This is an optimization exercise on Yosys and OpenROAD, whose aim is small area, a short achievable clock period and few clock cycles per item, not a production implementation. Only simulation tests tie the RTL to the original design; equivalence was not proved. No activity file was given, so power comes from the tool's default toggle rates.

==> flow/design.v <==
package srct_pkg;
    localparam int SLOTS = 8;
    localparam int IDX_W = (SLOTS > 1) ? $clog2(SLOTS) : 1;
    localparam logic KIND_CHECK   = 1'b0;
    localparam logic KIND_RESTORE = 1'b1;
endpackage
module session_replay_counter_table (
    input  logic        i_clk,
    input  logic        i_rst_n,
    input  logic        i_in_valid,
    output logic        o_in_ready,
    input  logic        i_in_kind,
    input  logic [31:0] i_in_sess,
    input  logic [31:0] i_in_counter,
    output logic        o_out_valid,
    input  logic        i_out_ready,
    output logic        o_out_accepted
);
    localparam int SLOTS = srct_pkg::SLOTS;
    localparam int NB    = 4;   
    logic [SLOTS-1:0] r_valid;
    logic [31:0]      r_sess [SLOTS];
    logic [31:0]      r_ctr  [SLOTS];
    logic             r_v1;
    logic             r_kind1;
    logic [31:0]      r_sess1;
    logic [31:0]      r_c1;
    logic             r_v2;       
    logic [SLOTS-1:0] r_sel2;     
    logic             r_any2;     
    logic             r_force2;   
    logic [31:0]      r_c2;       
    logic             r_v3;
    logic [SLOTS-1:0] r_sel3;
    logic             r_any3;
    logic             r_force3;
    logic [31:0]      r_c3;
    logic [NB-1:0]    r_gb3;      
    logic [NB-1:0]    r_eb3;      
    logic [NB-1:0]    r_gf3;      
    logic [NB-1:0]    r_ef3;      
    logic             r_same3;    
    logic             r_wr4;      
    logic [2:0]       r_qcnt;
    logic [4:0]       r_qacc;
    logic             r_ovalid;   
    logic             r_ready;
    logic [2:0]       r_occ;      
    logic [SLOTS-1:0] w_hit;
    logic [SLOTS-1:0] w_first_free;
    logic [SLOTS-1:0] w_sel;
    logic             w_any_hit;
    logic             w_seen_free;
    logic             w_cnz;
    logic             w_take;
    logic             w_alloc;
    logic [31:0]      w_hctr;
    logic [NB-1:0]    w_gb;
    logic [NB-1:0]    w_eb;
    logic [NB-1:0]    w_gf;
    logic [NB-1:0]    w_ef;
    logic [NB-1:0]    w_g3;
    logic [NB-1:0]    w_e3;
    logic             w_gt;
    logic             w_wr3;
    logic             w_acc3;
    logic             w_pop;
    assign w_take = i_in_valid && r_ready;
    assign w_cnz  = (r_c1 != 32'd0);
    always_comb begin
        w_seen_free = 1'b0;
        for (int i = 0; i < SLOTS; i++) begin
            w_hit[i]        = r_valid[i] && (r_sess[i] == r_sess1);
            w_first_free[i] = !r_valid[i] && !w_seen_free;
            w_seen_free     = w_seen_free || !r_valid[i];
        end
        w_any_hit = |w_hit;
        w_alloc   = w_cnz && !w_any_hit && w_seen_free;
        w_sel     = w_any_hit ? w_hit : (w_first_free & {SLOTS{w_alloc}});
    end
    function automatic logic [1:0] cmp8(input logic [7:0] a, input logic [7:0] b);
        logic [7:0] g;
        logic [7:0] l;
        g = a & ~b;
        l = ~a & b;
        for (int w = 1; w < 8; w = w * 2) begin
            for (int k = 0; k < 8; k = k + 2 * w) begin
                g[k] = g[k + w] | (~l[k + w] & g[k]);
                l[k] = l[k + w] | (~g[k + w] & l[k]);
            end
        end
        cmp8 = {g[0], !(g[0] || l[0])};
    endfunction
    always_comb begin
        w_hctr = '0;
        for (int i = 0; i < SLOTS; i++)
            if (r_sel2[i]) w_hctr = w_hctr | r_ctr[i];
        for (int b = 0; b < NB; b++) begin
            {w_gb[b], w_eb[b]} = cmp8(r_c2[8*b +: 8], w_hctr[8*b +: 8]);
            {w_gf[b], w_ef[b]} = cmp8(r_c2[8*b +: 8], r_c3[8*b +: 8]);
        end
    end
    always_comb begin
        if (r_same3 && r_wr4) begin
            w_g3 = r_gf3;
            w_e3 = r_ef3;
        end else begin
            w_g3 = r_gb3;
            w_e3 = r_eb3;
        end
        w_gt = w_g3[3] ||
               (w_e3[3] && (w_g3[2] ||
                            (w_e3[2] && (w_g3[1] ||
                                         (w_e3[1] && w_g3[0])))));
        w_wr3  = r_force3 || w_gt;
        w_acc3 = r_any3 && w_wr3;
    end
    always_ff @(posedge i_clk) begin
        for (int i = 0; i < SLOTS; i++) begin
            if (!r_valid[i])               r_sess[i] <= r_sess1;
            if (r_sel3[i] && w_wr3)        r_ctr[i]  <= r_c3;
        end
        r_kind1  <= i_in_kind;
        r_sess1  <= i_in_sess;
        r_c1     <= i_in_counter;
        r_c2     <= r_c1;
        r_force2 <= w_alloc || (r_kind1 && w_cnz);
        r_c3     <= r_c2;
        r_force3 <= r_force2;
        r_gb3    <= w_gb;
        r_eb3    <= w_eb;
        r_gf3    <= w_gf;
        r_ef3    <= w_ef;
        r_same3  <= |(r_sel2 & r_sel3);
        r_wr4    <= w_wr3;
    end
    logic [4:0] n_qacc;
    logic [2:0] n_qcnt;
    always_comb begin
        n_qacc = r_qacc;
        n_qcnt = r_qcnt;
        if (w_pop) begin
            n_qacc = {1'b0, r_qacc[4:1]};
            n_qcnt = n_qcnt - 3'd1;
        end
        if (r_v3) begin
            n_qacc[n_qcnt] = w_acc3;
            n_qcnt              = n_qcnt + 3'd1;
        end
    end
    assign w_pop = r_ovalid && i_out_ready;
    always_ff @(posedge i_clk) begin
        if (!i_rst_n) begin
            r_valid  <= '0;
            r_v1     <= 1'b0;
            r_v2     <= 1'b0;
            r_sel2   <= '0;
            r_any2   <= 1'b0;
            r_v3     <= 1'b0;
            r_sel3   <= '0;
            r_any3   <= 1'b0;
            r_qcnt   <= 3'd0;
            r_ovalid <= 1'b0;
            r_ready  <= 1'b1;
            r_occ    <= 3'd0;
        end else begin
            r_valid  <= r_valid | (w_first_free & {SLOTS{r_v1 && w_alloc}});
            r_v1     <= w_take;
            r_v2     <= r_v1;
            r_sel2   <= w_sel & {SLOTS{r_v1}};
            r_any2   <= r_v1 && (w_any_hit || w_alloc);
            r_v3     <= r_v2;
            r_sel3   <= r_sel2;
            r_any3   <= r_any2;
            r_qcnt   <= n_qcnt;
            r_ovalid <= (n_qcnt != 3'd0);
            if (w_take && !w_pop) begin
                r_occ   <= r_occ + 3'd1;
                r_ready <= (r_occ < 3'd4);
            end else if (!w_take && w_pop) begin
                r_occ   <= r_occ - 3'd1;
                r_ready <= 1'b1;
            end else begin
                r_ready <= (r_occ < 3'd5);
            end
        end
        r_qacc <= n_qacc;
    end
    assign o_in_ready     = r_ready;
    assign o_out_valid    = r_ovalid;
    assign o_out_accepted = r_qacc[0];
endmodule
clock: 6.0 ns
lec_check: 0
cap_margin: 20
core_margin: 2
core_utilization: 70
cts_cluster_diameter: 100
cts_cluster_size: 25
setup_slack_margin: 4.0
slew_margin: 20
run.sh (not shown) runs the stock make flow with config.mk's settings and CLKGATE_MAP_FILE= SYNTH_SCRIPT=/design/flow/synth_recipe.tcl, a recipe that flattens the netlist after the stock synthesis.
The baseline completed without violations.
Testbench counts at the start, summed over its fixed seeds: cycles 3,232, items 3,200.
Then changed:
--- a/flow/config.mk
+++ b/flow/config.mk
@@ -9,6 +9,6 @@
 export CORE_MARGIN = 2
-export CORE_UTILIZATION = 70
+export CORE_UTILIZATION = 65
 export CTS_CLUSTER_DIAMETER = 100
 export CTS_CLUSTER_SIZE = 25
-export SETUP_SLACK_MARGIN = 4.0
+export SETUP_SLACK_MARGIN = 3.7
 export SLEW_MARGIN = 20
Via count is lower by 11%.
Cell area fell by 7.1%.
Critical path depth went down by 3.
Worst setup slack gets worse by 0.048 ns.
First-iteration DRC count came out lower by about 40%.
Wire length goes down by about 18%.
Then changed:
--- a/flow/config.mk
+++ b/flow/config.mk
@@ -9,6 +9,6 @@
 export CORE_MARGIN = 2
-export CORE_UTILIZATION = 65
-export CTS_CLUSTER_DIAMETER = 100
-export CTS_CLUSTER_SIZE = 25
-export SETUP_SLACK_MARGIN = 3.7
+export CORE_UTILIZATION = 70
+export CTS_CLUSTER_DIAMETER = 80
+export CTS_CLUSTER_SIZE = 20
+export SETUP_SLACK_MARGIN = 3.4
 export SLEW_MARGIN = 20
Setup slack gets worse by 0.32 ns.
Total power came out higher by a few percent.
Final cell count came out lower by a few percent.
Via count came out lower slightly.
First-iteration DRC count came out lower by about a fifth.
Design area came out lower by a few percent.
Register-to-register slack gets worse by 0.32 ns.
Then changed:
--- a/flow/config.mk
+++ b/flow/config.mk
@@ -9,6 +9,6 @@
 export CORE_MARGIN = 2
-export CORE_UTILIZATION = 70
-export CTS_CLUSTER_DIAMETER = 80
-export CTS_CLUSTER_SIZE = 20
-export SETUP_SLACK_MARGIN = 3.4
+export CORE_UTILIZATION = 75
+export CTS_CLUSTER_DIAMETER = 100
+export CTS_CLUSTER_SIZE = 25
+export SETUP_SLACK_MARGIN = 3.8
 export SLEW_MARGIN = 20
Global-route usage rose by 5.4 points; via count went up by roughly a tenth; clock-buffer cell count decreases by 11; non-clock buffer count rose by 94; wire length rises by about a fifth; critical path depth came out higher by 1; setup slack improves by 0.27 ns; cell area is higher by a few percent; cell count went up by a few percent; clock skew came out higher by 0.013 ns.

==> static timing again, ports no longer ideal <==
The flow's constraints put no driver on any port. The routed layouts listed below were extracted and timed again, unchanged, in two steps.
Step 1 (the two cells are an assumption about what drives the block):
set clk [get_ports {i_clk}]
set_driving_cell -lib_cell sky130_fd_sc_hd__clkbuf_16 $clk
set_driving_cell -lib_cell sky130_fd_sc_hd__buf_2 [delete_from_list [all_inputs] $clk]
Step 2 moves the port delays by t, midway between the first and last clock arrival at a register: inputs arrive t later, outputs are due t later. That takes back most of the time a late clock gives input paths.
a / b / c = ideal ports / drivers / drivers and shift; a / b = the first two.
run | t (ns) | slack for setup (ns) | worst register clock-pin slew, ns
the first run | 0.629 | 3.746 / 3.698 / 3.212 | 0.10 / 0.10
the second run | 0.617 | 3.698 / 3.694 / 3.127 | 0.10 / 0.10
the third run | 0.627 | 3.376 / 3.376 / 2.845 | 0.09 / 0.09
the fourth run | 0.597 | 3.641 / 3.641 / 3.214 | 0.10 / 0.10
After both steps every run listed still meets setup and hold. The setup slack of the second run, which loses most, moves by -0.004 ns with the drivers and by -0.571 ns with both steps.
